This is an optimization exercise on Yosys and OpenROAD, whose aim is small area and a short achievable clock period, not a production implementation. Function was checked by simulation only, so behaviour that the tests miss may differ from the original. Power and IR drop assume default switching activity.

==> flow/design.v <==
module tx_frame_scheduler #(
    parameter int ADDR_W = 9
) (
    input  logic        i_clk,
    input  logic        i_rst,
    input  logic [7:0]  i_wr_data,
    input  logic        i_wr_en,
    input  logic        i_wr_abort,
    input  logic        i_clear_status,
    output logic        o_wr_ready,
    output logic [7:0]  o_tx_data,
    output logic        o_tx_valid,
    output logic        o_tx_last,
    input  logic        i_tx_ready,
    output logic [15:0] o_data_size,
    output logic [7:0]  o_frames_count,
    output logic [15:0] o_status
);
    localparam int          DEPTH   = 2**ADDR_W;
    localparam int          PW      = ADDR_W + 1;
    localparam logic [16:0] MAX_LEN = 17'(DEPTH - 2);
    typedef enum logic [1:0] {W_LEN0, W_LEN1, W_DATA, W_SKIP} wstate_t;
    typedef enum logic [1:0] {R_IDLE, R_HDR0, R_HDR1, R_DATA} rstate_t;
    logic [7:0]    r_mem [DEPTH];
    logic [7:0]    r_rd_data_p1;
    wstate_t       r_wstate, w_wstate_nxt;
    rstate_t       r_rstate, w_rstate_nxt;
    logic [PW-1:0] r_wr_ptr, r_commit_ptr, r_rd_ptr;
    logic [PW-1:0] w_wr_ptr_nxt, w_commit_ptr_nxt, w_rd_ptr_nxt;
    logic [PW-1:0] w_used, w_size;
    logic [7:0]    r_len_lo, w_len_lo_nxt;
    logic [15:0]   r_remain, w_remain_nxt;
    logic [15:0]   r_count, w_count_nxt;
    logic [15:0]   w_len;
    logic [7:0]    r_frames, r_drops, w_drops_base;
    logic [3:0]    r_sticky, w_evt;
    logic          w_full, w_empty, w_store, w_commit, w_drop_evt, w_xfer, w_last_xfer;
    assign w_used      = r_wr_ptr - r_rd_ptr;
    assign w_size      = r_commit_ptr - r_rd_ptr;
    assign w_full      = (w_used == PW'(DEPTH));
    assign w_empty     = (w_used == '0);
    assign w_len       = {i_wr_data, r_len_lo};
    always_comb begin
        w_wstate_nxt     = r_wstate;
        w_wr_ptr_nxt     = r_wr_ptr;
        w_commit_ptr_nxt = r_commit_ptr;
        w_len_lo_nxt     = r_len_lo;
        w_remain_nxt     = r_remain;
        w_store          = 1'b0;
        w_commit         = 1'b0;
        w_drop_evt       = 1'b0;
        w_evt            = 4'b0000;
        if (i_wr_abort && (r_wstate != W_LEN0)) begin
            w_wr_ptr_nxt = r_commit_ptr;
            w_evt[3]     = 1'b1;
            w_drop_evt   = 1'b1;
            w_wstate_nxt = W_LEN0;
        end else if (i_wr_en) begin
            if (r_wstate == W_SKIP) begin
                w_remain_nxt = r_remain - 16'd1;
                if (r_remain == 16'd1) w_wstate_nxt = W_LEN0;
            end else if (w_full) begin
                w_wr_ptr_nxt = r_commit_ptr;
                w_evt[0]     = 1'b1;
                w_drop_evt   = (r_wstate != W_LEN0);
                if ((r_wstate == W_DATA) && (r_remain != 16'd1)) begin
                    w_remain_nxt = r_remain - 16'd1;
                    w_wstate_nxt = W_SKIP;
                end else begin
                    w_wstate_nxt = W_LEN0;
                end
            end else begin
                w_store      = 1'b1;
                w_wr_ptr_nxt = r_wr_ptr + PW'(1);
                case (r_wstate)
                    W_LEN0: begin
                        w_len_lo_nxt = i_wr_data;
                        w_wstate_nxt = W_LEN1;
                    end
                    W_LEN1: begin
                        if (w_len == 16'd0) begin
                            w_evt[1]     = 1'b1;
                            w_drop_evt   = 1'b1;
                            w_wr_ptr_nxt = r_commit_ptr;
                            w_wstate_nxt = W_LEN0;
                        end else if ({1'b0, w_len} > MAX_LEN) begin
                            w_evt[2]     = 1'b1;
                            w_drop_evt   = 1'b1;
                            w_wr_ptr_nxt = r_commit_ptr;
                            w_remain_nxt = w_len;
                            w_wstate_nxt = W_SKIP;
                        end else begin
                            w_remain_nxt = w_len;
                            w_wstate_nxt = W_DATA;
                        end
                    end
                    W_DATA: begin
                        w_remain_nxt = r_remain - 16'd1;
                        if (r_remain == 16'd1) begin
                            w_commit         = 1'b1;
                            w_commit_ptr_nxt = r_wr_ptr + PW'(1);
                            w_wstate_nxt     = W_LEN0;
                        end
                    end
                    default: ;
                endcase
            end
        end
    end
    always_comb begin
        w_rstate_nxt = r_rstate;
        w_rd_ptr_nxt = r_rd_ptr;
        w_count_nxt  = r_count;
        w_last_xfer  = 1'b0;
        w_xfer       = (r_rstate == R_DATA) && i_tx_ready;
        case (r_rstate)
            R_IDLE: if (r_frames != 8'd0) w_rstate_nxt = R_HDR0;
            R_HDR0: begin
                w_count_nxt  = {8'h00, r_rd_data_p1};
                w_rd_ptr_nxt = r_rd_ptr + PW'(1);
                w_rstate_nxt = R_HDR1;
            end
            R_HDR1: begin
                w_count_nxt  = {r_rd_data_p1, r_count[7:0]};
                w_rd_ptr_nxt = r_rd_ptr + PW'(1);
                w_rstate_nxt = R_DATA;
            end
            R_DATA: if (w_xfer) begin
                w_rd_ptr_nxt = r_rd_ptr + PW'(1);
                w_count_nxt  = r_count - 16'd1;
                if (r_count == 16'd1) begin
                    w_last_xfer  = 1'b1;
                    w_rstate_nxt = R_IDLE;
                end
            end
            default: ;
        endcase
    end
    assign w_drops_base = i_clear_status ? 8'd0 : r_drops;
    always_ff @(posedge i_clk or posedge i_rst) begin
        if (i_rst) begin
            r_wstate     <= W_LEN0;
            r_rstate     <= R_IDLE;
            r_wr_ptr     <= '0;
            r_commit_ptr <= '0;
            r_rd_ptr     <= '0;
            r_len_lo     <= 8'd0;
            r_remain     <= 16'd0;
            r_count      <= 16'd0;
            r_frames     <= 8'd0;
            r_drops      <= 8'd0;
            r_sticky     <= 4'b0000;
        end else begin
            r_wstate     <= w_wstate_nxt;
            r_rstate     <= w_rstate_nxt;
            r_wr_ptr     <= w_wr_ptr_nxt;
            r_commit_ptr <= w_commit_ptr_nxt;
            r_rd_ptr     <= w_rd_ptr_nxt;
            r_len_lo     <= w_len_lo_nxt;
            r_remain     <= w_remain_nxt;
            r_count      <= w_count_nxt;
            case ({w_commit, w_last_xfer})
                2'b10:   r_frames <= r_frames + 8'd1;
                2'b01:   r_frames <= r_frames - 8'd1;
                default: r_frames <= r_frames;
            endcase
            r_sticky <= (i_clear_status ? 4'b0000 : r_sticky) | w_evt;
            if (w_drop_evt)
                r_drops <= (w_drops_base == 8'hFF) ? 8'hFF : w_drops_base + 8'd1;
            else
                r_drops <= w_drops_base;
        end
    end
    always_ff @(posedge i_clk) begin
        if (w_store) r_mem[r_wr_ptr[ADDR_W-1:0]] <= i_wr_data;
        r_rd_data_p1 <= r_mem[w_rd_ptr_nxt[ADDR_W-1:0]];
    end
    assign o_wr_ready     = !w_full;
    assign o_tx_valid     = (r_rstate == R_DATA);
    assign o_tx_last      = (r_rstate == R_DATA) && (r_count == 16'd1);
    assign o_tx_data      = o_tx_valid ? r_rd_data_p1 : 8'd0;
    assign o_data_size    = 16'(w_size);
    assign o_frames_count = r_frames;
    assign o_status       = {r_drops, r_sticky, w_empty, w_full,
                             (r_rstate != R_IDLE), (r_wstate != W_LEN0)};
endmodule
==> flow/run.sh <==
#!/bin/bash
# synth_recipe.tcl (not shown) runs the flow's synth.tcl, then flattens the netlist and writes it again
# the make line also repeats each setting of config.mk as NAME=value (left out here)
make -C /OpenROAD-flow-scripts/flow DESIGN_CONFIG=/design/flow/config.mk WORK_HOME=/design/flow/orfs CLKGATE_MAP_FILE= SYNTH_SCRIPT=/design/flow/synth_recipe.tcl finish
==> flow/config.mk <==
export PLATFORM = sky130hd
export DESIGN_NAME = tx_frame_scheduler
export DESIGN_NICKNAME = tx_frame_scheduler
export VERILOG_FILES = /design/flow/design.v
export SDC_FILE = /design/flow/constraint.sdc
export NUM_CORES = 4
export LEC_CHECK = 0
export CAP_MARGIN = 20
export CORE_MARGIN = 2
export CORE_UTILIZATION = 40
export SLEW_MARGIN = 20
==> flow/constraint.sdc <==
create_clock -name core_clock -period 7.0 [get_ports {i_clk}]
set_input_delay 1.4000 -clock core_clock [delete_from_list [all_inputs] [get_ports {i_clk}]]
set_output_delay 1.4000 -clock core_clock [all_outputs]
set_load 0.01 [all_outputs]
==> notes.md <==
* WL per Instance at 32.2 µm
* Mean Syn Cell Area at 13.9 µm²
* Root Driver: clkbuf_16
* Setup Buffers After CTS at 0
* Leading area contributor after synthesis: edfxtp_1
* Endpoints failing setup at 0
* Async S/R FF share, synth at 0.0224
* Number of DRC markers in iteration 0 at 18,687
* MaxCap Viol Count at 0
* Crit Path Class: in -> reg
* DP HPWL at 364,000 µm
* Hold Startpoint: r_frames[7]$_DFFE_PP0P_
* Design Area, Final at 0.194 mm²
* Layout cells sized above 1 at 0.105
* Die Ht at 656 µm
* NumNets Final at 12,496
* # clock sinks at 4,198
* Routed wl met3 at 70,300 µm
* # H-tree levels at 5
* Critical path endpoint category: flop
* Core region area at 0.424 mm²
* Share of the synthesized area in the top cell type at 0.723
* CTS max path bufs at 4
* Clock slew at reported path FFs at 60 ps
* Fin. Hold Viols at 0
* # DRC at 0
* Hold Crit Depth at 1
* Routed wl met2 at 262,000 µm
* Slew Limit Fails at 0
* Slew @ Worst Pin at 1330 ps
* Clk_skew at 80.7 ps
* Ys flop type: edfxtp_1
* Vias per cell at 6.17
* RSZ-0062 raised after global routing: no
* Placed cell area at 0.180 mm²
* Initial Utilization at 0.402
* Top cells by area, synth: edfxtp_1 72%, nand2_1 5.9%, mux2i_1 2.3%
* Arr. time, crit path at 7070 ps
* Setup TNS at 0 ps
* Drt first pass iters at 9
* EDFF count, synth at 4,096
* Reg2reg path depth at 14
* Min-delay worst type: reg -> reg
* Syn. warnings at 1
* All-Layer GR Usage at 0.267
* Die W at 656 µm
* Worst IR drop on VDD at 0.515 mV
* IO Count at 65
* Largest net degree at the start of global routing at 185
* Crit path max fanout at 68
* Resized Gates After CTS at 0
* Initial antenna violation count at 47
* Rel. slew slack at 0.112
* Post-synth cell types at 95
* Via count at 114,115
* Flops & latches, synth at 4,198
* PortBufs at 58
* Number of global-route vias before repair at 105,187
* TritonCTS clock tree: done
* Area of the mapped netlist at 0.170 mm²
* # rows at 239
* Hold buffer count at cts at 0
* First-pass GRT wire length at 829,000 µm
* Detail Route Antenna Nets at 0
* Worst r2r src: r_rstate[0]$_DFFE_PP0P_
* CP required at 7950 ps
* Full die area at 0.431 mm²
* Routed wire length at 596,000 µm
* Post-route minimum period at 6130 ps
* GP Congestion at 0.944
* Final core occ at 0.457
* Mapped Cells at 12,281
* Worst setup path startpoint: i_tx_ready
* GRT overflow at 0
* CTS Buf Count at 431
* Fmax at 163 MHz
* Period Utilization, post-route at 0.875
* Clock Latency Late Sink at 1000 ps
* DR top layer: met5
* Power per cell area at 492 mW/mm²
* Wl on met1 at 230,000 µm
* Crit start category: input port
* Sequential fraction of the synthesis area at 0.737
* Synthesis-to-finish area growth at 13.8%
* Leak at 65.0 nW
* Run status: complete, no violations
cells in the final DEF (no fill, tap or decap), drive strengths merged, types with 91 or more instances in the layout:
| master | n |
|---|---|
| a31oi | 275 |
| nand3 | 568 |
| mux2i | 389 |
| clkbuf | 537 |
| dfrtp | 94 |
| edfxtp | 4096 |
| a32oi | 212 |
| nor3 | 91 |
| nor2 | 648 |
| a21oi | 259 |
| a311oi | 275 |
| nand2 | 2656 |
| and3 | 476 |
| clkinv | 192 |
| buf | 574 |
| nand4 | 109 |
| o21ai | 174 |
| a211oi | 343 |
synth_stat cells (all sizes together), types with 10 or more instances:
cell type  instances
edfxtp          4096
nand2           2656
nor2             648
buf              639
nand3            568
and3             476
mux2i            389
a211oi           343
a311oi           275
a31oi            275
clkbuf           266
a21oi            259
a32oi            212
o21ai            174
nand4            109
dfrtp             94
nor3              91
inv               60
o22ai             59
a221oi            53
nor4              48
a2111oi           44
ha                42
mux4              39
a22oi             26
o211ai            25
o31ai             23
xnor2             20
o2111ai           19
and2              15
nand2b            14
a221o             13
a311o             13
o311ai            13
or3               13
mux2              12
nor2b             12
a21o              11
a22o              11
o21a              11
o221ai            11
or4               10
area by class of cell:
class / instances / area (µm²)
Tap cell: 5663 / 7090
Clock buffer: 537 / 11400
Sequential cell: 4198 / 126000
Antenna cell: 25 / 62.6
Multi-Input combinational cell: 7123 / 40600
Clock inverter: 259 / 2640
Fill cell: 37102 / 230000
Timing Repair Buffer: 624 / 6150
Inverter: 60 / 259
power breakdown:
| part | switching, W | leakage [nW] | internal [W] |
|---|---|---|---|
| Clock | 0.00999 | 6.85 | 0.0132 |
| Sequential | 0.000374 | 38.1 | 0.0279 |
| Combinational | 0.0310 | 20.1 | 0.0128 |
logic make-up after synthesis:
family | Yosys count | synth area share
adders and majority gates | 44 | 0.00332
buffers and inverters | 965 | 0.0275
and+or+nand+nor | 4681 | 0.119
other | 1 | 0.0000220
muxes | 440 | 0.0288
AOI/OAI and AO/OA | 1923 | 0.0820
DFF | 4198 | 0.737
xor gates and xnor gates | 29 | 0.00149
worst max-delay path: stages:
cell and delay [ps]:
clkdlybuf4s50_1 690, a21oi_2 500, nor3_2 130, nor2_4 230
buf_12 340, buf_12 390, mux2i_1 130, mux4_2 520
a22o_1 240, a2111oi_2 890, nor4_1 110, a311oi_1 1080
or4b_1 250
routing by layer:
layer,vias up,global-route usage
li1,47192,-
met1,58122,0.367
met2,7442,0.399
met3,1327,0.0645
met4,32,0.130
met5,-,0.00244
flip-flops by register name, indices dropped and copies added, names as in the netlist:
name and count:
r_count 16, r_wstate 2, r_len_lo 8, r_sticky 4
r_commit_ptr 10, r_frames 8, r_wr_ptr 10, r_rd_ptr 10
r_drops 8, r_remain 16, r_rstate 2, r_rd_data_p1 8
r_mem 4096
final timing paths:
path	end	slack, ps
max	r_rd_data_p1[2]$_DFF_P_	870
min	r_frames[7]$_DFFE_PP0P_	500
max reg2reg	r_rd_data_p1[2]$_DFF_P_	890
min reg2reg	r_frames[7]$_DFFE_PP0P_	500
max in group asynchronous	r_commit_ptr[1]$_DFFE_PP0P_	4950
min in group asynchronous	r_remain[12]$_DFFE_PP0P_	850
per-stage QoR:
stage | setup WS [ps] | cells | total power, W | hold WS (ps)
2_1_floorplan | 2170 | 12286 | 0.0531 | 461
3_3_place_gp | 33.1 | 17663 | 0.0711 | 489
3_5_place_dp | 282 | 17667 | 0.0713 | 503
4_1_cts | 1050 | 18463 | 0.0942 | 512
5_1_grt | 780 | 18469 | 0.0978 | 535
6_report | 872 | 18489 | 0.0953 | 503

==> afterwards: timing with drivers on the ports <==
No port has a modelled driver above. Below, the same layout with a new extraction and two added sets of constraints. Step 1, drivers: a clkbuf_16 drives i_clk and a buf_2 each remaining input, both assumed. Step 2, shift: input delay + t, output delay - t, t = (earliest + latest rising clock arrival at the registers) / 2. This alone moves slack from input paths to output paths. Three values: ideal, step 1, step 2; two values: the first two.
shift t [ns]: 1.089
slack for setup (ns): 0.872 / 0.885 / -0.129
hold slack, ns: 0.503 / 0.503 / 0.503
latest minus earliest clock arrival (ns): 0.097 / 0.097
With both steps, setup timing fails in this run, where it was met with ideal ports. The setup slack of this run moves by +0.013 ns with the drivers and by -1.001 ns with both steps.
